Background: an optimization exercise with open tools, aiming at small area, a short achievable clock period and few clock cycles. Do not read the settings as production practice.
For this run, only the layout was checked, not whether the RTL still works.

`flow/run.sh`:
```
#!/bin/bash
# Standard layout, with the port buffers made of the smallest buffer cell and
# Yosys's generic fine-grained ABC pass skipped, so that the adders written as
# gates reach full-adder extraction as written.
set -euo pipefail
bash standard.sh SYNTH_ARGS=-noabc BUFFER_PORTS_ARGS="-buffer_cell sky130_fd_sc_hd__buf_1" finish > standard_flow.log 2>&1
```
`standard.sh`:
```
#!/bin/bash
# synth_recipe.tcl (not shown) runs the flow's synth.tcl, then flattens the netlist and writes it again
# the make line also repeats each setting of config.mk as NAME=value (left out here)
make -C /OpenROAD-flow-scripts/flow DESIGN_CONFIG=/design/flow/config.mk WORK_HOME=/design/flow/orfs CLKGATE_MAP_FILE= SYNTH_SCRIPT=/design/flow/synth_recipe.tcl "${@:-finish}"
```
`config.mk`:
```
export PLATFORM = sky130hd
export DESIGN_NAME = rtc_fields_to_epoch_seconds_unit
export DESIGN_NICKNAME = rtc_fields_to_epoch_seconds_unit
export VERILOG_FILES = /design/flow/design.v
export SDC_FILE = /design/flow/constraint.sdc
export NUM_CORES = 4
export LEC_CHECK = 0
export CAP_MARGIN = 20
export CORE_MARGIN = 2
export CORE_UTILIZATION = 40
export CTS_BUF_LIST = sky130_fd_sc_hd__clkbuf_8
export SETUP_SLACK_MARGIN = 3.5
export SLEW_MARGIN = 20
```
`constraint.sdc`:
```
create_clock -name core_clock -period 8.0 [get_ports {clk}]
set_input_delay 1.6000 -clock core_clock [delete_from_list [all_inputs] [get_ports {clk}]]
set_output_delay 1.6000 -clock core_clock [all_outputs]
set_load 0.01 [all_outputs]
```
`design.v`:
```
package rfes_pkg;
  localparam logic [11:0] EPOCH_YEAR    = 12'd1970;
  localparam logic [11:0] BASE_YEAR     = 12'd2000;
  localparam logic [16:0] SECS_PER_DAY  = 17'd86400;
  localparam logic [16:0] SECS_PER_HOUR = 17'd3600;
  localparam logic [16:0] SECS_PER_MIN  = 17'd60;
  localparam logic [16:0] SECS_PER_SEC  = 17'd1;
  localparam logic [1:0] EPOCH_MOD4   = 2'd2;
  localparam logic [6:0] EPOCH_MOD100 = 7'd70;
  localparam logic [8:0] EPOCH_MOD400 = 9'd370;
  localparam logic CFG_BCD_MODE  = 1'b0;
  localparam logic CFG_TWELVE_HR = 1'b1;
  typedef struct packed {
    logic [7:0] raw_seconds;
    logic [7:0] raw_minutes;
    logic [7:0] raw_hours;
    logic [7:0] raw_monthday;
    logic [7:0] raw_month;
    logic [7:0] raw_year;
  } rfes_in_t;
  typedef struct packed {
    logic [31:0] epoch_seconds;
    logic        field_error;
  } rfes_out_t;
  typedef struct packed {
    logic [7:0] sec;
    logic [7:0] min;
    logic [7:0] hr;
    logic [7:0] day;
    logic [3:0] mon_idx;
    logic       mon_ok;
    logic [7:0] yr;
    logic       err;
  } rfes_dec_t;
  typedef enum logic [3:0] {
    ST_IDLE,
    ST_YEARS,
    ST_DAY,
    ST_MUL_DAY,
    ST_MUL_HR,
    ST_MUL_MIN,
    ST_MUL_SEC,
    ST_LAST,
    ST_OUT
  } rfes_state_t;
  typedef enum logic [3:0] {
    OP_NONE,
    OP_LOAD,
    OP_YEAR,
    OP_MONTH,
    OP_DAY,
    OP_MUL_DAY,
    OP_MUL_HR,
    OP_MUL_MIN,
    OP_MUL_SEC,
    OP_LAST
  } rfes_op_t;
  typedef struct packed {
    rfes_op_t op;
  } rfes_ctrl_t;
  typedef struct packed {
    logic year_done;
  } rfes_stat_t;
  function automatic logic [7:0] bcd_decode(input logic [7:0] b, input logic bcd);
    logic [7:0] hi;
    hi = {4'b0000, b[7:4]};
    if (bcd) begin
      bcd_decode = (hi << 3) + (hi << 1) + {4'b0000, b[3:0]};
    end else begin
      bcd_decode = b;
    end
  endfunction
  function automatic logic [8:0] days_before_month(input logic [3:0] idx);
    case (idx)
      4'd0:    days_before_month = 9'd0;
      4'd1:    days_before_month = 9'd31;
      4'd2:    days_before_month = 9'd59;
      4'd3:    days_before_month = 9'd90;
      4'd4:    days_before_month = 9'd120;
      4'd5:    days_before_month = 9'd151;
      4'd6:    days_before_month = 9'd181;
      4'd7:    days_before_month = 9'd212;
      4'd8:    days_before_month = 9'd243;
      4'd9:    days_before_month = 9'd273;
      4'd10:   days_before_month = 9'd304;
      4'd11:   days_before_month = 9'd334;
      default: days_before_month = 9'd0;
    endcase
  endfunction
  function automatic logic [4:0] month_length(input logic [3:0] idx);
    case (idx)
      4'd1:              month_length = 5'd28;
      4'd3, 4'd5, 4'd8,
      4'd10:             month_length = 5'd30;
      default:           month_length = 5'd31;
    endcase
  endfunction
  function automatic logic [15:0] month_offset(input logic [3:0] mon, input logic leap);
    case ({mon, leap})
      5'd2: month_offset = 16'd10957;
      5'd3: month_offset = 16'd10956;
      5'd4: month_offset = 16'd10988;
      5'd5: month_offset = 16'd10987;
      5'd6: month_offset = 16'd11016;
      5'd7: month_offset = 16'd11016;
      5'd8: month_offset = 16'd11047;
      5'd9: month_offset = 16'd11047;
      5'd10: month_offset = 16'd11077;
      5'd11: month_offset = 16'd11077;
      5'd12: month_offset = 16'd11108;
      5'd13: month_offset = 16'd11108;
      5'd14: month_offset = 16'd11138;
      5'd15: month_offset = 16'd11138;
      5'd16: month_offset = 16'd11169;
      5'd17: month_offset = 16'd11169;
      5'd18: month_offset = 16'd11200;
      5'd19: month_offset = 16'd11200;
      5'd20: month_offset = 16'd11230;
      5'd21: month_offset = 16'd11230;
      5'd22: month_offset = 16'd11261;
      5'd23: month_offset = 16'd11261;
      5'd24: month_offset = 16'd11291;
      5'd25: month_offset = 16'd11291;
      default: month_offset = 16'd0;
    endcase
  endfunction
  function automatic logic gt8(input logic [7:0] x, input logic [7:0] c);
    logic g;
    g = 1'b0;
    for (int i = 0; i < 8; i++) begin
      g = c[i] ? (x[i] & g) : (x[i] | g);
    end
    gt8 = g;
  endfunction
  function automatic logic bcd_gt59(input logic [7:0] b);
    bcd_gt59 = gt8({4'd0, b[7:4]}, 8'd5) || ((b[7:4] == 4'd5) && gt8({4'd0, b[3:0]}, 8'd9));
  endfunction
  function automatic logic bcd_gt23(input logic [7:0] b);
    bcd_gt23 = gt8({4'd0, b[7:4]}, 8'd2) || ((b[7:4] == 4'd2) && gt8({4'd0, b[3:0]}, 8'd3)) ||
               ((b[7:4] == 4'd1) && gt8({4'd0, b[3:0]}, 8'd13));
  endfunction
  function automatic logic bcd_gt99(input logic [7:0] b);
    bcd_gt99 = gt8({4'd0, b[7:4]}, 8'd9) || ((b[7:4] == 4'd9) && gt8({4'd0, b[3:0]}, 8'd9));
  endfunction
  function automatic logic bcd_bad_1_12(input logic [6:0] b);
    bcd_bad_1_12 = gt8({5'd0, b[6:4]}, 8'd1) || ((b[6:4] == 3'd1) && gt8({4'd0, b[3:0]}, 8'd2)) ||
                   ((b[6:4] == 3'd0) && ((b[3:0] == 4'd0) || gt8({4'd0, b[3:0]}, 8'd12)));
  endfunction
  function automatic logic day_gt(input logic [7:0] b, input logic bcd, input logic [3:0] ml);
    if (bcd) begin
      day_gt = gt8({4'd0, b[7:4]}, 8'd3) ||
               ((b[7:4] == 4'd3) && (ml[0] || ml[1] || (ml[2] && (b[3:0] != 4'd0)) ||
                                     (ml[3] && gt8({4'd0, b[3:0]}, 8'd1)))) ||
               ((b[7:4] == 4'd2) && ((ml[0] && gt8({4'd0, b[3:0]}, 8'd8)) ||
                                     (ml[1] && gt8({4'd0, b[3:0]}, 8'd9)) ||
                                     (ml[2] && gt8({4'd0, b[3:0]}, 8'd10)) ||
                                     (ml[3] && gt8({4'd0, b[3:0]}, 8'd11))));
    end else begin
      day_gt = gt8(b, 8'd31) || (ml[0] && gt8(b, 8'd28)) || (ml[1] && gt8(b, 8'd29)) ||
               (ml[2] && gt8(b, 8'd30));
    end
  endfunction
  function automatic logic [4:0] hour12(input logic [3:0] h, input logic pm);
    case ({pm, h})
      5'h01: hour12 = 5'd1;
      5'h02: hour12 = 5'd2;
      5'h03: hour12 = 5'd3;
      5'h04: hour12 = 5'd4;
      5'h05: hour12 = 5'd5;
      5'h06: hour12 = 5'd6;
      5'h07: hour12 = 5'd7;
      5'h08: hour12 = 5'd8;
      5'h09: hour12 = 5'd9;
      5'h0a: hour12 = 5'd10;
      5'h0b: hour12 = 5'd11;
      5'h11: hour12 = 5'd13;
      5'h12: hour12 = 5'd14;
      5'h13: hour12 = 5'd15;
      5'h14: hour12 = 5'd16;
      5'h15: hour12 = 5'd17;
      5'h16: hour12 = 5'd18;
      5'h17: hour12 = 5'd19;
      5'h18: hour12 = 5'd20;
      5'h19: hour12 = 5'd21;
      5'h1a: hour12 = 5'd22;
      5'h1b: hour12 = 5'd23;
      5'h1c: hour12 = 5'd12;
      default: hour12 = 5'd0;
    endcase
  endfunction
endpackage
module rtc_fields_to_epoch_seconds_unit (
  input  logic      clk,
  input  logic      rst,
  input  logic      start,
  output logic      busy,
  input  rfes_pkg::rfes_in_t  fields,
  output logic      done,
  output rfes_pkg::rfes_out_t result,
  input  logic      cfg_write,
  input  logic      cfg_index,
  input  logic      cfg_data
);
  logic        bcd_mode;
  logic        twelve_hour_mode;
  always_ff @(posedge clk) begin
    if (rst) begin
      bcd_mode         <= 1'b1;
      twelve_hour_mode <= 1'b0;
    end else if (cfg_write) begin
      case (cfg_index)
        rfes_pkg::CFG_BCD_MODE:  bcd_mode         <= cfg_data;
        rfes_pkg::CFG_TWELVE_HR: twelve_hour_mode <= cfg_data;
        default:       bcd_mode         <= bcd_mode;
      endcase
    end
  end
  assign busy = 1'b0;
  logic [5:0]  sec6;
  logic [5:0]  min6;
  logic [4:0]  hv5;
  logic [4:0]  day5;
  logic [6:0]  yr7;
  logic [3:0]  mon4;
  logic [3:0]  h4;
  logic [4:0]  hr5;
  logic        leap;
  logic [3:0]  ml;
  logic [1:0]  fields_r;
  logic        err_sec, err_min, err_hr, err_day, err_mon, err_yr, err_all;
  logic t0;
  logic t1;
  logic t2;
  logic t3;
  logic t4;
  logic t5;
  logic t6;
  logic t7;
  logic t8;
  logic t9;
  logic t10;
  logic t11;
  logic t12;
  logic t13;
  logic t14;
  logic t15;
  logic t16;
  logic t17;
  logic t18;
  logic t19;
  logic t20;
  logic t21;
  logic t22;
  logic t23;
  logic t24;
  logic t25;
  logic t26;
  logic t27;
  logic t28;
  logic t29;
  logic t30;
  logic t31;
  logic t32;
  logic t33;
  logic t34;
  logic t35;
  logic t36;
  logic t37;
  logic t38;
  logic t39;
  logic t40;
  logic t41;
  logic t42;
  logic t43;
  logic t44;
  logic t45;
  logic t46;
  logic t47;
  logic t48;
  logic t49;
  logic t50;
  logic t51;
  logic t52;
  logic t53;
  logic t54;
  logic t55;
  logic t56;
  logic t57;
  logic t58;
  logic t59;
  logic t60;
  logic t61;
  logic t62;
  logic t63;
  logic t64;
  logic t65;
  logic t66;
  logic t67;
  logic t68;
  logic t69;
  logic t70;
  logic t71;
  logic t72;
  logic t73;
  logic t74;
  logic t75;
  logic t76;
  logic t77;
  logic t78;
  logic t79;
  logic t80;
  logic t81;
  logic t82;
  logic t83;
  logic t84;
  logic t85;
  logic t86;
  logic t87;
  logic t88;
  logic t89;
  logic t90;
  logic t91;
  logic t92;
  logic t93;
  logic t94;
  logic t95;
  logic t96;
  logic t97;
  logic t98;
  logic t99;
  logic t100;
  logic t101;
  logic t102;
  logic t103;
  logic t104;
  logic t105;
  logic t106;
  logic t107;
  logic t108;
  logic t109;
  logic t110;
  logic t111;
  logic t112;
  logic t113;
  logic t114;
  logic t115;
  logic t116;
  logic t117;
  logic t118;
  logic t119;
  logic t120;
  logic t121;
  logic t122;
  logic t123;
  logic t124;
  logic t125;
  logic t126;
  logic t127;
  logic t128;
  logic t129;
  logic t130;
  logic t131;
  logic t132;
  logic t133;
  logic t134;
  logic t135;
  logic t136;
  logic t137;
  logic t138;
  logic t139;
  logic t140;
  logic t141;
  logic t142;
  logic t143;
  logic t144;
  logic t145;
  logic t146;
  logic t147;
  logic t148;
  logic t149;
  logic t150;
  logic t151;
  logic t152;
  logic t153;
  logic t154;
  logic t155;
  logic t156;
  logic t157;
  logic t158;
  logic t159;
  logic t160;
  assign t0 = bcd_mode & fields.raw_seconds[4];
  assign t1 = bcd_mode & fields.raw_seconds[5];
  assign t2 = bcd_mode ? fields.raw_seconds[6] : fields.raw_seconds[4];
  assign t3 = ~bcd_mode & fields.raw_seconds[5];
  assign t4 = ~bcd_mode & fields.raw_seconds[6];
  assign t5 = fields.raw_seconds[3] ^ fields.raw_seconds[4];
  assign t6 = fields.raw_seconds[3] & fields.raw_seconds[4];
  assign t7 = fields.raw_seconds[5] ^ t3;
  assign t8 = fields.raw_seconds[5] & t3;
  assign t9 = fields.raw_seconds[6] ^ t4;
  assign t10 = fields.raw_seconds[6] & t4;
  assign t11 = fields.raw_seconds[1] ^ t0;
  assign t12 = fields.raw_seconds[2] ^ t1;
  assign t13 = t2 ^ t5;
  assign t14 = t7 ^ t6;
  assign t15 = t9 ^ t8;
  assign t16 = fields.raw_seconds[1] & t0;
  assign t17 = fields.raw_seconds[2] & t1;
  assign t18 = t2 & t5;
  assign t19 = t7 & t6;
  assign t20 = t9 & t8;
  assign t21 = t17 | (t12 & t16);
  assign t22 = t12 & t11;
  assign t23 = t19 | (t14 & t18);
  assign t24 = t14 & t13;
  assign t25 = t18 | (t13 & t21);
  assign t26 = t13 & t22;
  assign t27 = t23 | (t24 & t21);
  assign t28 = t24 & t22;
  assign t29 = t20 | (t15 & t27);
  assign t30 = t12 ^ t16;
  assign t31 = t13 ^ t21;
  assign t32 = t14 ^ t25;
  assign t33 = t15 ^ t27;
  assign t34 = bcd_mode & fields.raw_minutes[4];
  assign t35 = bcd_mode & fields.raw_minutes[5];
  assign t36 = bcd_mode ? fields.raw_minutes[6] : fields.raw_minutes[4];
  assign t37 = ~bcd_mode & fields.raw_minutes[5];
  assign t38 = ~bcd_mode & fields.raw_minutes[6];
  assign t39 = fields.raw_minutes[3] ^ fields.raw_minutes[4];
  assign t40 = fields.raw_minutes[3] & fields.raw_minutes[4];
  assign t41 = fields.raw_minutes[5] ^ t37;
  assign t42 = fields.raw_minutes[5] & t37;
  assign t43 = fields.raw_minutes[6] ^ t38;
  assign t44 = fields.raw_minutes[6] & t38;
  assign t45 = fields.raw_minutes[1] ^ t34;
  assign t46 = fields.raw_minutes[2] ^ t35;
  assign t47 = t36 ^ t39;
  assign t48 = t41 ^ t40;
  assign t49 = t43 ^ t42;
  assign t50 = fields.raw_minutes[1] & t34;
  assign t51 = fields.raw_minutes[2] & t35;
  assign t52 = t36 & t39;
  assign t53 = t41 & t40;
  assign t54 = t43 & t42;
  assign t55 = t51 | (t46 & t50);
  assign t56 = t46 & t45;
  assign t57 = t53 | (t48 & t52);
  assign t58 = t48 & t47;
  assign t59 = t52 | (t47 & t55);
  assign t60 = t47 & t56;
  assign t61 = t57 | (t58 & t55);
  assign t62 = t58 & t56;
  assign t63 = t54 | (t49 & t61);
  assign t64 = t46 ^ t50;
  assign t65 = t47 ^ t55;
  assign t66 = t48 ^ t59;
  assign t67 = t49 ^ t61;
  assign t68 = bcd_mode & fields.raw_hours[4];
  assign t69 = bcd_mode & fields.raw_hours[5];
  assign t70 = ~bcd_mode & fields.raw_hours[4];
  assign t71 = ~bcd_mode & fields.raw_hours[5];
  assign t72 = fields.raw_hours[3] ^ fields.raw_hours[4];
  assign t73 = fields.raw_hours[3] & fields.raw_hours[4];
  assign t74 = fields.raw_hours[5] ^ t71;
  assign t75 = fields.raw_hours[5] & t71;
  assign t76 = fields.raw_hours[1] ^ t68;
  assign t77 = fields.raw_hours[2] ^ t69;
  assign t78 = t70 ^ t72;
  assign t79 = t74 ^ t73;
  assign t80 = fields.raw_hours[1] & t68;
  assign t81 = fields.raw_hours[2] & t69;
  assign t82 = t70 & t72;
  assign t83 = t74 & t73;
  assign t84 = t81 | (t77 & t80);
  assign t85 = t77 & t76;
  assign t86 = t83 | (t79 & t82);
  assign t87 = t82 | (t78 & t84);
  assign t88 = t78 & t85;
  assign t89 = t86 | (t79 & t84);
  assign t90 = t77 ^ t80;
  assign t91 = t78 ^ t84;
  assign t92 = t79 ^ t87;
  assign t93 = bcd_mode & fields.raw_monthday[4];
  assign t94 = bcd_mode & fields.raw_monthday[5];
  assign t95 = ~bcd_mode & fields.raw_monthday[4];
  assign t96 = ~bcd_mode & fields.raw_monthday[5];
  assign t97 = fields.raw_monthday[3] ^ fields.raw_monthday[4];
  assign t98 = fields.raw_monthday[3] & fields.raw_monthday[4];
  assign t99 = fields.raw_monthday[5] ^ t96;
  assign t100 = fields.raw_monthday[5] & t96;
  assign t101 = fields.raw_monthday[1] ^ t93;
  assign t102 = fields.raw_monthday[2] ^ t94;
  assign t103 = t95 ^ t97;
  assign t104 = t99 ^ t98;
  assign t105 = fields.raw_monthday[1] & t93;
  assign t106 = fields.raw_monthday[2] & t94;
  assign t107 = t95 & t97;
  assign t108 = t99 & t98;
  assign t109 = t106 | (t102 & t105);
  assign t110 = t102 & t101;
  assign t111 = t108 | (t104 & t107);
  assign t112 = t107 | (t103 & t109);
  assign t113 = t103 & t110;
  assign t114 = t111 | (t104 & t109);
  assign t115 = t102 ^ t105;
  assign t116 = t103 ^ t109;
  assign t117 = t104 ^ t112;
  assign t118 = bcd_mode & fields.raw_year[4];
  assign t119 = bcd_mode & fields.raw_year[5];
  assign t120 = bcd_mode ? fields.raw_year[6] : fields.raw_year[4];
  assign t121 = bcd_mode ? fields.raw_year[7] : fields.raw_year[5];
  assign t122 = ~bcd_mode & fields.raw_year[6];
  assign t123 = ~bcd_mode & fields.raw_year[7];
  assign t124 = fields.raw_year[3] ^ fields.raw_year[4];
  assign t125 = fields.raw_year[3] & fields.raw_year[4];
  assign t126 = fields.raw_year[5] ^ t121;
  assign t127 = fields.raw_year[5] & t121;
  assign t128 = fields.raw_year[6] ^ t122;
  assign t129 = fields.raw_year[6] & t122;
  assign t130 = fields.raw_year[7] ^ t123;
  assign t131 = fields.raw_year[7] & t123;
  assign t132 = fields.raw_year[1] ^ t118;
  assign t133 = fields.raw_year[2] ^ t119;
  assign t134 = t120 ^ t124;
  assign t135 = t126 ^ t125;
  assign t136 = t128 ^ t127;
  assign t137 = t130 ^ t129;
  assign t138 = fields.raw_year[1] & t118;
  assign t139 = fields.raw_year[2] & t119;
  assign t140 = t120 & t124;
  assign t141 = t126 & t125;
  assign t142 = t128 & t127;
  assign t143 = t130 & t129;
  assign t144 = t139 | (t133 & t138);
  assign t145 = t133 & t132;
  assign t146 = t141 | (t135 & t140);
  assign t147 = t135 & t134;
  assign t148 = t143 | (t137 & t142);
  assign t149 = t140 | (t134 & t144);
  assign t150 = t134 & t145;
  assign t151 = t146 | (t147 & t144);
  assign t152 = t147 & t145;
  assign t153 = t142 | (t136 & t151);
  assign t154 = t136 & t152;
  assign t155 = t148 | (t137 & t151);
  assign t156 = t133 ^ t138;
  assign t157 = t134 ^ t144;
  assign t158 = t135 ^ t149;
  assign t159 = t136 ^ t151;
  assign t160 = t137 ^ t153;
  assign sec6 = {t33, t32, t31, t30, t11, fields.raw_seconds[0]};
  assign min6 = {t67, t66, t65, t64, t45, fields.raw_minutes[0]};
  assign hv5 = {t92, t91, t90, t76, fields.raw_hours[0]};
  assign day5 = {t117, t116, t115, t101, fields.raw_monthday[0]};
  assign yr7 = {t160, t159, t158, t157, t156, t132, fields.raw_year[0]};
  always_comb begin
    err_sec = bcd_mode ? rfes_pkg::bcd_gt59(fields.raw_seconds) : rfes_pkg::gt8(fields.raw_seconds, 8'd59);
    err_min = bcd_mode ? rfes_pkg::bcd_gt59(fields.raw_minutes) : rfes_pkg::gt8(fields.raw_minutes, 8'd59);
    if (twelve_hour_mode) begin
      err_hr = bcd_mode ? rfes_pkg::bcd_bad_1_12(fields.raw_hours[6:0]) :
                          ((fields.raw_hours[6:0] == 7'd0) ||
                           rfes_pkg::gt8({1'b0, fields.raw_hours[6:0]}, 8'd12));
    end else begin
      err_hr = bcd_mode ? rfes_pkg::bcd_gt23(fields.raw_hours) : rfes_pkg::gt8(fields.raw_hours, 8'd23);
    end
    err_mon = bcd_mode ? (rfes_pkg::bcd_bad_1_12(fields.raw_month[6:0]) || fields.raw_month[7]) :
                         ((fields.raw_month == 8'd0) || rfes_pkg::gt8(fields.raw_month, 8'd12));
    err_yr  = bcd_mode ? rfes_pkg::bcd_gt99(fields.raw_year) : rfes_pkg::gt8(fields.raw_year, 8'd99);
  end
  always_comb begin
    if (bcd_mode && fields.raw_month[4]) begin
      mon4 = {1'b1, fields.raw_month[1], ~fields.raw_month[1], fields.raw_month[0]};
    end else begin
      mon4 = fields.raw_month[3:0];
    end
    if (bcd_mode && fields.raw_hours[4]) begin
      h4 = {1'b1, fields.raw_hours[1], ~fields.raw_hours[1], fields.raw_hours[0]};
    end else begin
      h4 = fields.raw_hours[3:0];
    end
    hr5 = twelve_hour_mode ? rfes_pkg::hour12(h4, fields.raw_hours[7]) : hv5;
    if (bcd_mode) begin
      leap = !fields.raw_year[0] && (fields.raw_year[1] == fields.raw_year[4]);
    end else begin
      leap = (fields.raw_year[1:0] == 2'b00);
    end
    ml[0] = (mon4 == 4'd2) && !leap;
    ml[1] = (mon4 == 4'd2) && leap;
    ml[2] = (mon4 == 4'd4) || (mon4 == 4'd6) || (mon4 == 4'd9) || (mon4 == 4'd11);
    ml[3] = !(ml[0] || ml[1] || ml[2]);
    err_day = (fields.raw_monthday == 8'd0) || rfes_pkg::day_gt(fields.raw_monthday, bcd_mode, ml);
    err_all = err_sec || err_min || err_hr || err_day || err_mon || err_yr;
    if (bcd_mode) begin
      fields_r = {fields.raw_year[1] ^ fields.raw_year[4], fields.raw_year[0]};
    end else begin
      fields_r = fields.raw_year[1:0];
    end
  end
  logic        v_q;
  logic        err_q;
  logic [4:0]  q_q;
  logic [1:0]  r_q;
  logic [3:0]  mon_q;
  logic [4:0]  day_q;
  logic [4:0]  hr_q;
  logic [5:0]  min_q;
  logic [5:0]  sec_q;
  logic        leap_q;
  always_ff @(posedge clk) begin
    if (rst) begin
      v_q <= 1'b0;
    end else begin
      v_q <= start;
    end
  end
  always_ff @(posedge clk) begin
    err_q <= err_all;
    q_q   <= yr7[6:2];
    r_q   <= fields_r;
    mon_q <= mon4;
    day_q <= day5;
    hr_q  <= hr5;
    min_q <= min6;
    sec_q <= sec6;
    leap_q <= leap;
  end
  logic [31:0] epoch;
  logic [31:0] tab;
  always_comb begin
    case (mon_q)
      4'd1: tab = leap_q ? 32'd676164100 : 32'd676250500;
      4'd2: tab = leap_q ? 32'd678842500 : 32'd678928900;
      4'd3: tab = 32'd681348100;
      4'd4: tab = 32'd684026500;
      4'd5: tab = 32'd686618500;
      4'd6: tab = 32'd689296900;
      4'd7: tab = 32'd691888900;
      4'd8: tab = 32'd694567300;
      4'd9: tab = 32'd697245700;
      4'd10: tab = 32'd699837700;
      4'd11: tab = 32'd702516100;
      4'd12: tab = 32'd705108100;
      default: tab = 32'd0;
    endcase
  end
  logic t161;
  logic t162;
  logic t163;
  logic t164;
  logic t165;
  logic t166;
  logic t167;
  logic t168;
  logic t169;
  logic t170;
  logic t171;
  logic t172;
  logic t173;
  logic t174;
  logic t175;
  logic t176;
  logic t177;
  logic t178;
  logic t179;
  logic t180;
  logic t181;
  logic t182;
  logic t183;
  logic t184;
  logic t185;
  logic t186;
  logic t187;
  logic t188;
  logic t189;
  logic t190;
  logic t191;
  logic t192;
  logic t193;
  logic t194;
  logic t195;
  logic t196;
  logic t197;
  logic t198;
  logic t199;
  logic t200;
  logic t201;
  logic t202;
  logic t203;
  logic t204;
  logic t205;
  logic t206;
  logic t207;
  logic t208;
  logic t209;
  logic t210;
  logic t211;
  logic t212;
  logic t213;
  logic t214;
  logic t215;
  logic t216;
  logic t217;
  logic t218;
  logic t219;
  logic t220;
  logic t221;
  logic t222;
  logic t223;
  logic t224;
  logic t225;
  logic t226;
  logic t227;
  logic t228;
  logic t229;
  logic t230;
  logic t231;
  logic t232;
  logic t233;
  logic t234;
  logic t235;
  logic t236;
  logic t237;
  logic t238;
  logic t239;
  logic t240;
  logic t241;
  logic t242;
  logic t243;
  logic t244;
  logic t245;
  logic t246;
  logic t247;
  logic t248;
  logic t249;
  logic t250;
  logic t251;
  logic t252;
  logic t253;
  logic t254;
  logic t255;
  logic t256;
  logic t257;
  logic t258;
  logic t259;
  logic t260;
  logic t261;
  logic t262;
  logic t263;
  logic t264;
  logic t265;
  logic t266;
  logic t267;
  logic t268;
  logic t269;
  logic t270;
  logic t271;
  logic t272;
  logic t273;
  logic t274;
  logic t275;
  logic t276;
  logic t277;
  logic t278;
  logic t279;
  logic t280;
  logic t281;
  logic t282;
  logic t283;
  logic t284;
  logic t285;
  logic t286;
  logic t287;
  logic t288;
  logic t289;
  logic t290;
  logic t291;
  logic t292;
  logic t293;
  logic t294;
  logic t295;
  logic t296;
  logic t297;
  logic t298;
  logic t299;
  logic t300;
  logic t301;
  logic t302;
  logic t303;
  logic t304;
  logic t305;
  logic t306;
  logic t307;
  logic t308;
  logic t309;
  logic t310;
  logic t311;
  logic t312;
  logic t313;
  logic t314;
  logic t315;
  logic t316;
  logic t317;
  logic t318;
  logic t319;
  logic t320;
  logic t321;
  logic t322;
  logic t323;
  logic t324;
  logic t325;
  logic t326;
  logic t327;
  logic t328;
  logic t329;
  logic t330;
  logic t331;
  logic t332;
  logic t333;
  logic t334;
  logic t335;
  logic t336;
  logic t337;
  logic t338;
  logic t339;
  logic t340;
  logic t341;
  logic t342;
  logic t343;
  logic t344;
  logic t345;
  logic t346;
  logic t347;
  logic t348;
  logic t349;
  logic t350;
  logic t351;
  logic t352;
  logic t353;
  logic t354;
  logic t355;
  logic t356;
  logic t357;
  logic t358;
  logic t359;
  logic t360;
  logic t361;
  logic t362;
  logic t363;
  logic t364;
  logic t365;
  logic t366;
  logic t367;
  logic t368;
  logic t369;
  logic t370;
  logic t371;
  logic t372;
  logic t373;
  logic t374;
  logic t375;
  logic t376;
  logic t377;
  logic t378;
  logic t379;
  logic t380;
  logic t381;
  logic t382;
  logic t383;
  logic t384;
  logic t385;
  logic t386;
  logic t387;
  logic t388;
  logic t389;
  logic t390;
  logic t391;
  logic t392;
  logic t393;
  logic t394;
  logic t395;
  logic t396;
  logic t397;
  logic t398;
  logic t399;
  logic t400;
  logic t401;
  logic t402;
  logic t403;
  logic t404;
  logic t405;
  logic t406;
  logic t407;
  logic t408;
  logic t409;
  logic t410;
  logic t411;
  logic t412;
  logic t413;
  logic t414;
  logic t415;
  logic t416;
  logic t417;
  logic t418;
  logic t419;
  logic t420;
  logic t421;
  logic t422;
  logic t423;
  logic t424;
  logic t425;
  logic t426;
  logic t427;
  logic t428;
  logic t429;
  logic t430;
  logic t431;
  logic t432;
  logic t433;
  logic t434;
  logic t435;
  logic t436;
  logic t437;
  logic t438;
  logic t439;
  logic t440;
  logic t441;
  logic t442;
  logic t443;
  logic t444;
  logic t445;
  logic t446;
  logic t447;
  logic t448;
  logic t449;
  logic t450;
  logic t451;
  logic t452;
  logic t453;
  logic t454;
  logic t455;
  logic t456;
  logic t457;
  logic t458;
  logic t459;
  logic t460;
  logic t461;
  logic t462;
  logic t463;
  logic t464;
  logic t465;
  logic t466;
  logic t467;
  logic t468;
  logic t469;
  logic t470;
  logic t471;
  logic t472;
  logic t473;
  logic t474;
  logic t475;
  logic t476;
  logic t477;
  logic t478;
  logic t479;
  logic t480;
  logic t481;
  logic t482;
  logic t483;
  logic t484;
  logic t485;
  logic t486;
  logic t487;
  logic t488;
  logic t489;
  logic t490;
  logic t491;
  logic t492;
  logic t493;
  logic t494;
  logic t495;
  logic t496;
  logic t497;
  logic t498;
  logic t499;
  logic t500;
  logic t501;
  logic t502;
  logic t503;
  logic t504;
  logic t505;
  logic t506;
  logic t507;
  logic t508;
  logic t509;
  logic t510;
  logic t511;
  logic t512;
  logic t513;
  logic t514;
  logic t515;
  logic t516;
  logic t517;
  logic t518;
  logic t519;
  logic t520;
  logic t521;
  logic t522;
  logic t523;
  logic t524;
  logic t525;
  logic t526;
  logic t527;
  logic t528;
  logic t529;
  logic t530;
  logic t531;
  logic t532;
  logic t533;
  logic t534;
  logic t535;
  logic t536;
  logic t537;
  logic t538;
  logic t539;
  logic t540;
  logic t541;
  logic t542;
  logic t543;
  logic t544;
  logic t545;
  logic t546;
  logic t547;
  logic t548;
  logic t549;
  logic t550;
  logic t551;
  logic t552;
  logic t553;
  assign t161 = ~q_q[0] ^ day_q[0] ^ hr_q[3];
  assign t162 = (~q_q[0] & day_q[0]) | (hr_q[3] & (~q_q[0] ^ day_q[0]));
  assign t163 = ~q_q[1] ^ day_q[1] ^ day_q[0];
  assign t164 = (~q_q[1] & day_q[1]) | (day_q[0] & (~q_q[1] ^ day_q[1]));
  assign t165 = hr_q[4] ^ min_q[2];
  assign t166 = hr_q[4] & min_q[2];
  assign t167 = ~q_q[2] ^ day_q[2] ^ day_q[1];
  assign t168 = (~q_q[2] & day_q[2]) | (day_q[1] & (~q_q[2] ^ day_q[2]));
  assign t169 = ~hr_q[0] ^ min_q[3];
  assign t170 = ~hr_q[0] & min_q[3];
  assign t171 = ~q_q[3] ^ day_q[3] ^ day_q[2];
  assign t172 = (~q_q[3] & day_q[3]) | (day_q[2] & (~q_q[3] ^ day_q[3]));
  assign t173 = ~hr_q[1] ^ min_q[4] ^ r_q[0];
  assign t174 = (~hr_q[1] & min_q[4]) | (r_q[0] & (~hr_q[1] ^ min_q[4]));
  assign t175 = ~q_q[4] ^ day_q[4] ^ day_q[3];
  assign t176 = (~q_q[4] & day_q[4]) | (day_q[3] & (~q_q[4] ^ day_q[4]));
  assign t177 = ~hr_q[2] ^ min_q[5] ^ r_q[1];
  assign t178 = (~hr_q[2] & min_q[5]) | (r_q[1] & (~hr_q[2] ^ min_q[5]));
  assign t179 = day_q[4] ^ day_q[0] ^ ~hr_q[3];
  assign t180 = (day_q[4] & day_q[0]) | (~hr_q[3] & (day_q[4] ^ day_q[0]));
  assign t181 = hr_q[0] ^ ~r_q[0];
  assign t182 = hr_q[0] & ~r_q[0];
  assign t183 = q_q[0] ^ day_q[1] ^ ~hr_q[4];
  assign t184 = (q_q[0] & day_q[1]) | (~hr_q[4] & (q_q[0] ^ day_q[1]));
  assign t185 = hr_q[1] ^ ~r_q[1];
  assign t186 = hr_q[1] & ~r_q[1];
  assign t187 = q_q[1] ^ day_q[2] ^ day_q[0];
  assign t188 = (q_q[1] & day_q[2]) | (day_q[0] & (q_q[1] ^ day_q[2]));
  assign t189 = hr_q[2] ^ r_q[0];
  assign t190 = hr_q[2] & r_q[0];
  assign t191 = q_q[2] ^ day_q[3] ^ day_q[1];
  assign t192 = (q_q[2] & day_q[3]) | (day_q[1] & (q_q[2] ^ day_q[3]));
  assign t193 = hr_q[3] ^ r_q[1];
  assign t194 = hr_q[3] & r_q[1];
  assign t195 = q_q[3] ^ day_q[4] ^ day_q[2];
  assign t196 = (q_q[3] & day_q[4]) | (day_q[2] & (q_q[3] ^ day_q[4]));
  assign t197 = day_q[0] ^ hr_q[4] ^ r_q[0];
  assign t198 = (day_q[0] & hr_q[4]) | (r_q[0] & (day_q[0] ^ hr_q[4]));
  assign t199 = q_q[4] ^ ~q_q[0] ^ day_q[3];
  assign t200 = (q_q[4] & ~q_q[0]) | (day_q[3] & (q_q[4] ^ ~q_q[0]));
  assign t201 = day_q[1] ^ r_q[1];
  assign t202 = day_q[1] & r_q[1];
  assign t203 = ~q_q[1] ^ day_q[4] ^ day_q[2];
  assign t204 = (~q_q[1] & day_q[4]) | (day_q[2] & (~q_q[1] ^ day_q[4]));
  assign t205 = ~min_q[5] ^ min_q[1];
  assign t206 = ~min_q[5] & min_q[1];
  assign t207 = ~r_q[1] ^ t165 ^ t163;
  assign t208 = (~r_q[1] & t165) | (t163 & (~r_q[1] ^ t165));
  assign t209 = t169 ^ t166 ^ t167;
  assign t210 = (t169 & t166) | (t167 & (t169 ^ t166));
  assign t211 = t170 ^ t171 ^ t173;
  assign t212 = (t170 & t171) | (t173 & (t170 ^ t171));
  assign t213 = t175 ^ t177 ^ t172;
  assign t214 = (t175 & t177) | (t172 & (t175 ^ t177));
  assign t215 = t181 ^ t179 ^ t176;
  assign t216 = (t181 & t179) | (t176 & (t181 ^ t179));
  assign t217 = t185 ^ t182 ^ t183;
  assign t218 = (t185 & t182) | (t183 & (t185 ^ t182));
  assign t219 = t189 ^ t186 ^ t187;
  assign t220 = (t189 & t186) | (t187 & (t189 ^ t186));
  assign t221 = t193 ^ t190 ^ t191;
  assign t222 = (t193 & t190) | (t191 & (t193 ^ t190));
  assign t223 = t194 ^ t195 ^ t197;
  assign t224 = (t194 & t195) | (t197 & (t194 ^ t195));
  assign t225 = t201 ^ t199 ^ t196;
  assign t226 = (t201 & t199) | (t196 & (t201 ^ t199));
  assign t227 = 1'b1 ^ t202 ^ t203;
  assign t228 = (1'b1 & t202) | (t203 & (1'b1 ^ t202));
  assign t229 = ~q_q[2] ^ q_q[0] ^ day_q[3];
  assign t230 = (~q_q[2] & q_q[0]) | (day_q[3] & (~q_q[2] ^ q_q[0]));
  assign t231 = ~q_q[3] ^ q_q[1];
  assign t232 = ~q_q[3] & q_q[1];
  assign t233 = ~q_q[4] ^ q_q[2];
  assign t234 = ~q_q[4] & q_q[2];
  assign t235 = ~min_q[0] ^ sec_q[2];
  assign t236 = ~min_q[0] & sec_q[2];
  assign t237 = ~min_q[1] ^ sec_q[3];
  assign t238 = ~min_q[1] & sec_q[3];
  assign t239 = hr_q[0] ^ ~min_q[2] ^ sec_q[4];
  assign t240 = (hr_q[0] & ~min_q[2]) | (sec_q[4] & (hr_q[0] ^ ~min_q[2]));
  assign t241 = hr_q[1] ^ ~min_q[3] ^ sec_q[5];
  assign t242 = (hr_q[1] & ~min_q[3]) | (sec_q[5] & (hr_q[1] ^ ~min_q[3]));
  assign t243 = hr_q[2] ^ ~min_q[4] ^ min_q[0];
  assign t244 = (hr_q[2] & ~min_q[4]) | (min_q[0] & (hr_q[2] ^ ~min_q[4]));
  assign t245 = ~r_q[0] ^ t205 ^ t161;
  assign t246 = (~r_q[0] & t205) | (t161 & (~r_q[0] ^ t205));
  assign t247 = t206 ^ t162 ^ t207;
  assign t248 = (t206 & t162) | (t207 & (t206 ^ t162));
  assign t249 = t164 ^ t209 ^ t208;
  assign t250 = (t164 & t209) | (t208 & (t164 ^ t209));
  assign t251 = t168 ^ t211 ^ t210;
  assign t252 = (t168 & t211) | (t210 & (t168 ^ t211));
  assign t253 = t174 ^ t213 ^ t212;
  assign t254 = (t174 & t213) | (t212 & (t174 ^ t213));
  assign t255 = t178 ^ t215 ^ t214;
  assign t256 = (t178 & t215) | (t214 & (t178 ^ t215));
  assign t257 = t180 ^ t217 ^ t216;
  assign t258 = (t180 & t217) | (t216 & (t180 ^ t217));
  assign t259 = t184 ^ t219 ^ t218;
  assign t260 = (t184 & t219) | (t218 & (t184 ^ t219));
  assign t261 = t188 ^ t221 ^ t220;
  assign t262 = (t188 & t221) | (t220 & (t188 ^ t221));
  assign t263 = t192 ^ t223 ^ t222;
  assign t264 = (t192 & t223) | (t222 & (t192 ^ t223));
  assign t265 = t198 ^ t225 ^ t224;
  assign t266 = (t198 & t225) | (t224 & (t198 ^ t225));
  assign t267 = t200 ^ t227 ^ t226;
  assign t268 = (t200 & t227) | (t226 & (t200 ^ t227));
  assign t269 = t204 ^ t229 ^ t228;
  assign t270 = (t204 & t229) | (t228 & (t204 ^ t229));
  assign t271 = day_q[4] ^ t231 ^ t230;
  assign t272 = (day_q[4] & t231) | (t230 & (day_q[4] ^ t231));
  assign t273 = ~r_q[0] ^ t233 ^ t232;
  assign t274 = (~r_q[0] & t233) | (t232 & (~r_q[0] ^ t233));
  assign t275 = q_q[3] ^ ~r_q[1] ^ t234;
  assign t276 = (q_q[3] & ~r_q[1]) | (t234 & (q_q[3] ^ ~r_q[1]));
  assign t277 = q_q[4] ^ ~q_q[0];
  assign t278 = q_q[4] & ~q_q[0];
  assign t279 = ~q_q[4] ^ q_q[0];
  assign t280 = ~q_q[4] & q_q[0];
  assign t281 = t244 ^ t245;
  assign t282 = t244 & t245;
  assign t283 = t246 ^ tab[8] ^ t247;
  assign t284 = (t246 & tab[8]) | (t247 & (t246 ^ tab[8]));
  assign t285 = tab[9] ^ t249 ^ t248;
  assign t286 = (tab[9] & t249) | (t248 & (tab[9] ^ t249));
  assign t287 = tab[10] ^ t251 ^ t250;
  assign t288 = (tab[10] & t251) | (t250 & (tab[10] ^ t251));
  assign t289 = tab[11] ^ t253 ^ t252;
  assign t290 = (tab[11] & t253) | (t252 & (tab[11] ^ t253));
  assign t291 = tab[12] ^ t255 ^ t254;
  assign t292 = (tab[12] & t255) | (t254 & (tab[12] ^ t255));
  assign t293 = tab[13] ^ t257 ^ t256;
  assign t294 = (tab[13] & t257) | (t256 & (tab[13] ^ t257));
  assign t295 = tab[14] ^ t259 ^ t258;
  assign t296 = (tab[14] & t259) | (t258 & (tab[14] ^ t259));
  assign t297 = tab[15] ^ t261 ^ t260;
  assign t298 = (tab[15] & t261) | (t260 & (tab[15] ^ t261));
  assign t299 = tab[16] ^ t263 ^ t262;
  assign t300 = (tab[16] & t263) | (t262 & (tab[16] ^ t263));
  assign t301 = tab[17] ^ t265 ^ t264;
  assign t302 = (tab[17] & t265) | (t264 & (tab[17] ^ t265));
  assign t303 = t267 ^ t266;
  assign t304 = t267 & t266;
  assign t305 = tab[19] ^ t269 ^ t268;
  assign t306 = (tab[19] & t269) | (t268 & (tab[19] ^ t269));
  assign t307 = t271 ^ tab[20] ^ t270;
  assign t308 = (t271 & tab[20]) | (t270 & (t271 ^ tab[20]));
  assign t309 = t273 ^ t272 ^ tab[21];
  assign t310 = (t273 & t272) | (tab[21] & (t273 ^ t272));
  assign t311 = t275 ^ t274 ^ tab[22];
  assign t312 = (t275 & t274) | (tab[22] & (t275 ^ t274));
  assign t313 = t277 ^ t276 ^ tab[23];
  assign t314 = (t277 & t276) | (tab[23] & (t277 ^ t276));
  assign t315 = ~q_q[1] ^ t278 ^ tab[24];
  assign t316 = (~q_q[1] & t278) | (tab[24] & (~q_q[1] ^ t278));
  assign t317 = ~q_q[2] ^ r_q[0] ^ tab[25];
  assign t318 = (~q_q[2] & r_q[0]) | (tab[25] & (~q_q[2] ^ r_q[0]));
  assign t319 = ~q_q[3] ^ r_q[1];
  assign t320 = ~q_q[3] & r_q[1];
  assign t321 = 1'b1 ^ t279;
  assign t322 = 1'b1 & t279;
  assign t323 = q_q[1] ^ t280;
  assign t324 = q_q[1] & t280;
  assign t325 = q_q[2] ^ 1'b1;
  assign t326 = q_q[2] & 1'b1;
  assign t327 = 1'b1 ^ t235;
  assign t328 = t237 ^ t236;
  assign t329 = t238 ^ t239;
  assign t330 = t241 ^ t240;
  assign t331 = t243 ^ t242;
  assign t332 = tab[7] ^ t281;
  assign t333 = t283 ^ t282;
  assign t334 = t285 ^ t284;
  assign t335 = t287 ^ t286;
  assign t336 = t289 ^ t288;
  assign t337 = t291 ^ t290;
  assign t338 = t293 ^ t292;
  assign t339 = t295 ^ t294;
  assign t340 = t297 ^ t296;
  assign t341 = t299 ^ t298;
  assign t342 = t301 ^ t300;
  assign t343 = t303 ^ t302;
  assign t344 = t305 ^ t304;
  assign t345 = t307 ^ t306;
  assign t346 = t309 ^ t308;
  assign t347 = t311 ^ t310;
  assign t348 = t313 ^ t312;
  assign t349 = t315 ^ t314;
  assign t350 = t317 ^ t316;
  assign t351 = t319 ^ t318;
  assign t352 = t321 ^ t320;
  assign t353 = t323 ^ t322;
  assign t354 = t325 ^ t324;
  assign t355 = q_q[3] ^ t326;
  assign t356 = q_q[4] ^ 1'b0;
  assign t357 = 1'b1 & t235;
  assign t358 = t237 & t236;
  assign t359 = t238 & t239;
  assign t360 = t241 & t240;
  assign t361 = t243 & t242;
  assign t362 = tab[7] & t281;
  assign t363 = t283 & t282;
  assign t364 = t285 & t284;
  assign t365 = t287 & t286;
  assign t366 = t289 & t288;
  assign t367 = t291 & t290;
  assign t368 = t293 & t292;
  assign t369 = t295 & t294;
  assign t370 = t297 & t296;
  assign t371 = t299 & t298;
  assign t372 = t301 & t300;
  assign t373 = t303 & t302;
  assign t374 = t305 & t304;
  assign t375 = t307 & t306;
  assign t376 = t309 & t308;
  assign t377 = t311 & t310;
  assign t378 = t313 & t312;
  assign t379 = t315 & t314;
  assign t380 = t317 & t316;
  assign t381 = t319 & t318;
  assign t382 = t321 & t320;
  assign t383 = t323 & t322;
  assign t384 = t325 & t324;
  assign t385 = q_q[3] & t326;
  assign t386 = q_q[4] & 1'b0;
  assign t387 = t358 | (t328 & t357);
  assign t388 = t328 & t327;
  assign t389 = t360 | (t330 & t359);
  assign t390 = t330 & t329;
  assign t391 = t362 | (t332 & t361);
  assign t392 = t332 & t331;
  assign t393 = t364 | (t334 & t363);
  assign t394 = t334 & t333;
  assign t395 = t366 | (t336 & t365);
  assign t396 = t336 & t335;
  assign t397 = t368 | (t338 & t367);
  assign t398 = t338 & t337;
  assign t399 = t370 | (t340 & t369);
  assign t400 = t340 & t339;
  assign t401 = t372 | (t342 & t371);
  assign t402 = t342 & t341;
  assign t403 = t374 | (t344 & t373);
  assign t404 = t344 & t343;
  assign t405 = t376 | (t346 & t375);
  assign t406 = t346 & t345;
  assign t407 = t378 | (t348 & t377);
  assign t408 = t348 & t347;
  assign t409 = t380 | (t350 & t379);
  assign t410 = t350 & t349;
  assign t411 = t382 | (t352 & t381);
  assign t412 = t352 & t351;
  assign t413 = t384 | (t354 & t383);
  assign t414 = t354 & t353;
  assign t415 = t386 | (t356 & t385);
  assign t416 = t359 | (t329 & t387);
  assign t417 = t329 & t388;
  assign t418 = t389 | (t390 & t387);
  assign t419 = t390 & t388;
  assign t420 = t363 | (t333 & t391);
  assign t421 = t333 & t392;
  assign t422 = t393 | (t394 & t391);
  assign t423 = t394 & t392;
  assign t424 = t367 | (t337 & t395);
  assign t425 = t337 & t396;
  assign t426 = t397 | (t398 & t395);
  assign t427 = t398 & t396;
  assign t428 = t371 | (t341 & t399);
  assign t429 = t341 & t400;
  assign t430 = t401 | (t402 & t399);
  assign t431 = t402 & t400;
  assign t432 = t375 | (t345 & t403);
  assign t433 = t345 & t404;
  assign t434 = t405 | (t406 & t403);
  assign t435 = t406 & t404;
  assign t436 = t379 | (t349 & t407);
  assign t437 = t349 & t408;
  assign t438 = t409 | (t410 & t407);
  assign t439 = t410 & t408;
  assign t440 = t383 | (t353 & t411);
  assign t441 = t353 & t412;
  assign t442 = t413 | (t414 & t411);
  assign t443 = t414 & t412;
  assign t444 = t361 | (t331 & t418);
  assign t445 = t331 & t419;
  assign t446 = t391 | (t392 & t418);
  assign t447 = t392 & t419;
  assign t448 = t420 | (t421 & t418);
  assign t449 = t421 & t419;
  assign t450 = t422 | (t423 & t418);
  assign t451 = t423 & t419;
  assign t452 = t369 | (t339 & t426);
  assign t453 = t339 & t427;
  assign t454 = t399 | (t400 & t426);
  assign t455 = t400 & t427;
  assign t456 = t428 | (t429 & t426);
  assign t457 = t429 & t427;
  assign t458 = t430 | (t431 & t426);
  assign t459 = t431 & t427;
  assign t460 = t377 | (t347 & t434);
  assign t461 = t347 & t435;
  assign t462 = t407 | (t408 & t434);
  assign t463 = t408 & t435;
  assign t464 = t436 | (t437 & t434);
  assign t465 = t437 & t435;
  assign t466 = t438 | (t439 & t434);
  assign t467 = t439 & t435;
  assign t468 = t385 | (t355 & t442);
  assign t469 = t355 & t443;
  assign t470 = t415 | (t356 & t442);
  assign t471 = t365 | (t335 & t450);
  assign t472 = t335 & t451;
  assign t473 = t395 | (t396 & t450);
  assign t474 = t396 & t451;
  assign t475 = t424 | (t425 & t450);
  assign t476 = t425 & t451;
  assign t477 = t426 | (t427 & t450);
  assign t478 = t427 & t451;
  assign t479 = t452 | (t453 & t450);
  assign t480 = t453 & t451;
  assign t481 = t454 | (t455 & t450);
  assign t482 = t455 & t451;
  assign t483 = t456 | (t457 & t450);
  assign t484 = t457 & t451;
  assign t485 = t458 | (t459 & t450);
  assign t486 = t459 & t451;
  assign t487 = t381 | (t351 & t466);
  assign t488 = t351 & t467;
  assign t489 = t411 | (t412 & t466);
  assign t490 = t412 & t467;
  assign t491 = t440 | (t441 & t466);
  assign t492 = t441 & t467;
  assign t493 = t442 | (t443 & t466);
  assign t494 = t443 & t467;
  assign t495 = t468 | (t469 & t466);
  assign t496 = t469 & t467;
  assign t497 = t470 | (t356 & t466);
  assign t498 = t373 | (t343 & t485);
  assign t499 = t343 & t486;
  assign t500 = t403 | (t404 & t485);
  assign t501 = t404 & t486;
  assign t502 = t432 | (t433 & t485);
  assign t503 = t433 & t486;
  assign t504 = t434 | (t435 & t485);
  assign t505 = t435 & t486;
  assign t506 = t460 | (t461 & t485);
  assign t507 = t461 & t486;
  assign t508 = t462 | (t463 & t485);
  assign t509 = t463 & t486;
  assign t510 = t464 | (t465 & t485);
  assign t511 = t465 & t486;
  assign t512 = t466 | (t467 & t485);
  assign t513 = t467 & t486;
  assign t514 = t487 | (t488 & t485);
  assign t515 = t488 & t486;
  assign t516 = t489 | (t490 & t485);
  assign t517 = t490 & t486;
  assign t518 = t491 | (t492 & t485);
  assign t519 = t492 & t486;
  assign t520 = t493 | (t494 & t485);
  assign t521 = t494 & t486;
  assign t522 = t495 | (t496 & t485);
  assign t523 = t496 & t486;
  assign t524 = t497 | (t356 & t485);
  assign t525 = t328 ^ t357;
  assign t526 = t329 ^ t387;
  assign t527 = t330 ^ t416;
  assign t528 = t331 ^ t418;
  assign t529 = t332 ^ t444;
  assign t530 = t333 ^ t446;
  assign t531 = t334 ^ t448;
  assign t532 = t335 ^ t450;
  assign t533 = t336 ^ t471;
  assign t534 = t337 ^ t473;
  assign t535 = t338 ^ t475;
  assign t536 = t339 ^ t477;
  assign t537 = t340 ^ t479;
  assign t538 = t341 ^ t481;
  assign t539 = t342 ^ t483;
  assign t540 = t343 ^ t485;
  assign t541 = t344 ^ t498;
  assign t542 = t345 ^ t500;
  assign t543 = t346 ^ t502;
  assign t544 = t347 ^ t504;
  assign t545 = t348 ^ t506;
  assign t546 = t349 ^ t508;
  assign t547 = t350 ^ t510;
  assign t548 = t351 ^ t512;
  assign t549 = t352 ^ t514;
  assign t550 = t353 ^ t516;
  assign t551 = t354 ^ t518;
  assign t552 = t355 ^ t520;
  assign t553 = t356 ^ t522;
  assign epoch = {t553, t552, t551, t550, t549, t548, t547, t546, t545, t544, t543, t542, t541, t540, t539, t538, t537, t536, t535, t534, t533, t532, t531, t530, t529, t528, t527, t526, t525, t327, sec_q[1], sec_q[0]};
  logic        v2_q;
  logic [32:0] res_q;
  always_ff @(posedge clk) begin
    if (rst) begin
      v2_q <= 1'b0;
    end else begin
      v2_q <= v_q;
    end
  end
  always_ff @(posedge clk) begin
    res_q <= {epoch, err_q};
  end
  assign done   = v2_q;
  assign result = res_q;
endmodule
```
==> flow_summary_export.csv <==
group,metric,value,unit
placement,port_buffers,87,
worst_setup_path,r2r-start,"q_q[4]",
synthesis,synth_edf_count,0,
final_layout,final_cells,918,
synthesis,syn_inst,633,
worst_setup_path,rr_worst_depth,15,
synthesis,ys_ff_latch,72,
synthesis,synth.distinct_cells,56,
worst_setup_path,crit_required,8280,ps
routing,wl_per_cell,15.24,µm
timing,tightestPinTransition,909.0,ps
routing,drtPass1Iterations,4,
placement,dp_hpwl,11.46,mm
clock_network,root_buffer,"clkbuf_8",
synthesis,syn_avg_cell_area,9.683,µm²
routing,routed_wirelength,13.99,mm
die,initial_core_util,0.4062,
synthesis,syn_nets,831,
clock_network,clk_pin_slew,80,ps
worst_setup_path,cp.depth,15,
timing,period_needed,4444,ps
final_layout,fin_util,0.4653,
die,num_rows,45,
die,die-area,0.01633,mm²
final_layout,drive_above_1_share,0.09041,
die,die_width,127.8,µm
clock_network,cts-buffers-inserted,9,
job,cap_violations,0,
global_route,antenna_found_initial,0,
placement,gp_congestion,0.8573,
min_path,hold-path-endpoint,"res_q[1]",
clock_network,postCtsHoldBufs,0,
synthesis,yosysWarnings,1,
timing,tns,0,ps
worst_setup_path,rrSetupSlack,3560,ps
min_path,min-delay-start,"sec_q[0]",
routing,wl_met3,651,µm
clock_network,numClockSinks,72,
placement,placedCellCount,891,
global_route,grt_pass1_wl,23.27,mm
worst_setup_path,critPathTopFamily,"adder cells",
routing,via_count,4672,
worst_setup_path,cp.arrival,4720,ps
worst_setup_path,cp-start-kind,"flip-flop",
routing,ant_nets,0,
worst_setup_path,cp_slowest_cell,"fa_1",
timing,slew_headroom,0.3932,
worst_setup_path,cp_max_fo,5,
final_layout,nFillCells,1475,
outcome,status,"complete, no violations",
routing,via_per_inst,5.089,
final_layout,design_area,0.007020,mm²
min_path,hold_path.class,"reg -> reg",
worst_setup_path,cpMostUsedCell,"fa_1",
global_route,grt_usage,0.1812,
routing,wl_met1,6.441,mm
clock_network,clockBufferDepth,2,
placement,pre_cts_ws,3223,ps
final_layout,final_cell_mix,"inv_1, buf_1, fa_1, ha_1, dfxtp_1",
die,ioPinCount,89,
routing,drc,0,
timing,setup_viol,0,
min_path,holdPathStages,0,
worst_setup_path,worst-path-buf-inv,2,
worst_setup_path,cp_cell_sequence,"buf_4, fa_1, inv_1, fa_1, fa_1, fa_1, ha_4, a211oi_2, nor2_1, a21o_2, o311ai_4, a21o_4, a31oi_4, or4_1, o311ai_1",
placement,placed_cell_area,0.006624,mm²
synthesis,synthArstFlopShare,0,
clock_network,cts_tree,"done",
routing,wl_met2,6.613,mm
clock_network,clk_latency,370,ps
routing,drtIter0Drc,191,
worst_setup_path,endpoint_kind,"flip-flop",
timing,hold_violations,0,
final_layout,layout.nets,923,
global_route,grt_max_degree,30,
final_layout,syn_to_final_growth,14.53,%
timing,fin_ws,3556,ps
die,die_h,127.8,µm
timing,max_freq,225.0,MHz
timing,maxSlewViolCount,0,
die,placeableCoreArea,0.01509,mm²
worst_setup_path,critPathMaxStageDelay,560,ps
synthesis,ys.flop_type,"dfxtp_1",
clock_network,htree_num_levels,3,
routing,top_layer,"met4",
final_layout,layout_commonest_cell,"inv_1",
global_route,grt_overflow,0,
synthesis,netlist_area,0.006130,mm²
global_route,grt_pass1_vias,4857,
synthesis,ys_seq_area_frac,0.2352,
worst_setup_path,reg2reg_to,"res_q[31]",
timing,holdWs,330.9,ps
timing,period_share,0.5555,
final_layout,antenna_cells,0,
timing,rsz0062_at_grt,"yes",
worst_setup_path,worstSetupPathType,"reg -> reg",
timing,clock_skew,12.45,ps
-- layer usage --
| metal | GRT usage | vias up |
|---|---|---|
| met5 | 0 | - |
| met4 | 0.05882 | 0 |
| met3 | 0.03798 | 20 |
| met2 | 0.3042 | 123 |
| met1 | 0.2346 | 2230 |
| li1 | - | 2299 |
-- how the worst max path moves through the flow --
stage                           end     start  slack [ps]
final                     res_q[31]    q_q[4]        3560
after global routing      res_q[26]    q_q[4]        3420
after CTS                 res_q[31]  day_q[3]        3490
after detailed placement  res_q[31]    r_q[0]        3220
after global placement    res_q[31]    r_q[0]        3360
after floorplan           res_q[31]    r_q[0]        3630
-- cell families after synthesis --
kind of cell | after synthesis | synth area share
xor gates and xnor gates | 33 | 0.04715
AOI/OAI and AO/OA | 136 | 0.1449
adders and majority gates | 144 | 0.3895
DFF | 72 | 0.2351
and+or+nand+nor | 133 | 0.1053
buffers and inverters | 108 | 0.06675
muxes | 6 | 0.01061
other | 1 | 0.0006118
-- timing repair --
action | 4_1_cts | 5_1_grt
gates resized for setup | 27 | 16
gates cloned | 0 | 0
setup endpoints to repair | 9 | 14
pin swaps | 6 | 12
buffers inserted | 6 | 5
-- final cells by class --
cell class / count / area (µm²) / share of cell area
multi-input combinational: 453 / 4369 / 0.6223
sequential: 72 / 1476 / 0.2103
timing repair buffer: 98 / 409.1 / 0.05828
inverter: 91 / 341.6 / 0.04865
tap: 188 / 235.2 / 0.03351
clock buffer: 9 / 123.9 / 0.01764
clock inverter: 7 / 65.06 / 0.009268
-- registers in the layout, summed over array words and instances, names as in the netlist --
register	cells
res_q	33
min_q	6
hr_q	5
leap_q	1
sec_q	6
day_q	5
v_q	1
r_q	2
v2_q	1
q_q	5
twelve_hour_mode	1
bcd_mode	1
err_q	1
mon_q	4
-- synth_stat cells, drive strengths merged (2+ instances only) --
cell type,count,area [µm²]
inv,91,341.6
o21a,2,15.01
xnor2,18,157.7
o31ai,2,15.01
a211o,2,17.52
nor2,44,165.2
o311ai,3,43.80
o21ai,36,180.2
a21boi,3,22.52
nor2b,11,68.82
nand3,5,25.02
nand2,28,105.1
buf,4,18.77
fa,78,1562
nand4,6,37.54
dfxtp,72,1441
a21o,12,100.1
xor2,15,131.4
nand3b,3,22.52
o211ai,7,52.55
clkbuf,13,48.80
nor3,12,60.06
mux2,4,45.04
a31oi,5,46.29
and3,3,18.77
o21bai,3,22.52
nor3b,2,15.01
a211oi,7,57.55
o22ai,6,37.54
or4,2,15.01
and2,4,25.02
mux2i,2,20.02
a21oi,40,200.2
nand2b,8,50.05
ha,66,825.8
-- worst reg2reg max path, delay by kind of cell, from the launching register on --
| family | cells | cell delay (ps) |
|---|---|---|
| AO/OA/AOI/OAI | 6 | 1050 |
| adder cells (fa/ha/maj) | 5 | 2230 |
| buffers and inverters | 2 | 200 |
| flip-flops | 1 | 370 |
| AND/OR/NAND/NOR | 2 | 500 |

afterwards: timing with drivers on the ports:
How much do the figures lean on ideal ports? The routed layout below was timed once more, with nothing changed but the port constraints. Step 1, drivers: a clkbuf_16 drives clk and a buf_2 each remaining input, both assumed. Step 2, shift: input delay + t, output delay - t, t = (earliest + latest rising clock arrival at the registers) / 2. This alone moves slack from input paths to output paths. Three values: ideal ports, drivers, drivers and shift; two values: the first two.
t (ns): 0.392
setup slack, ns: 3.556 / 3.556 / 3.556
hold WS [ns]: 0.331 / 0.331 / 0.331
clock arrival spread, ns: 0.012 / 0.013
cell pins on the clock port's net: 1
After both steps setup and hold are still met in this run. The setup slack of this run moves by 0.000 ns with the drivers and by 0.000 ns with both steps.
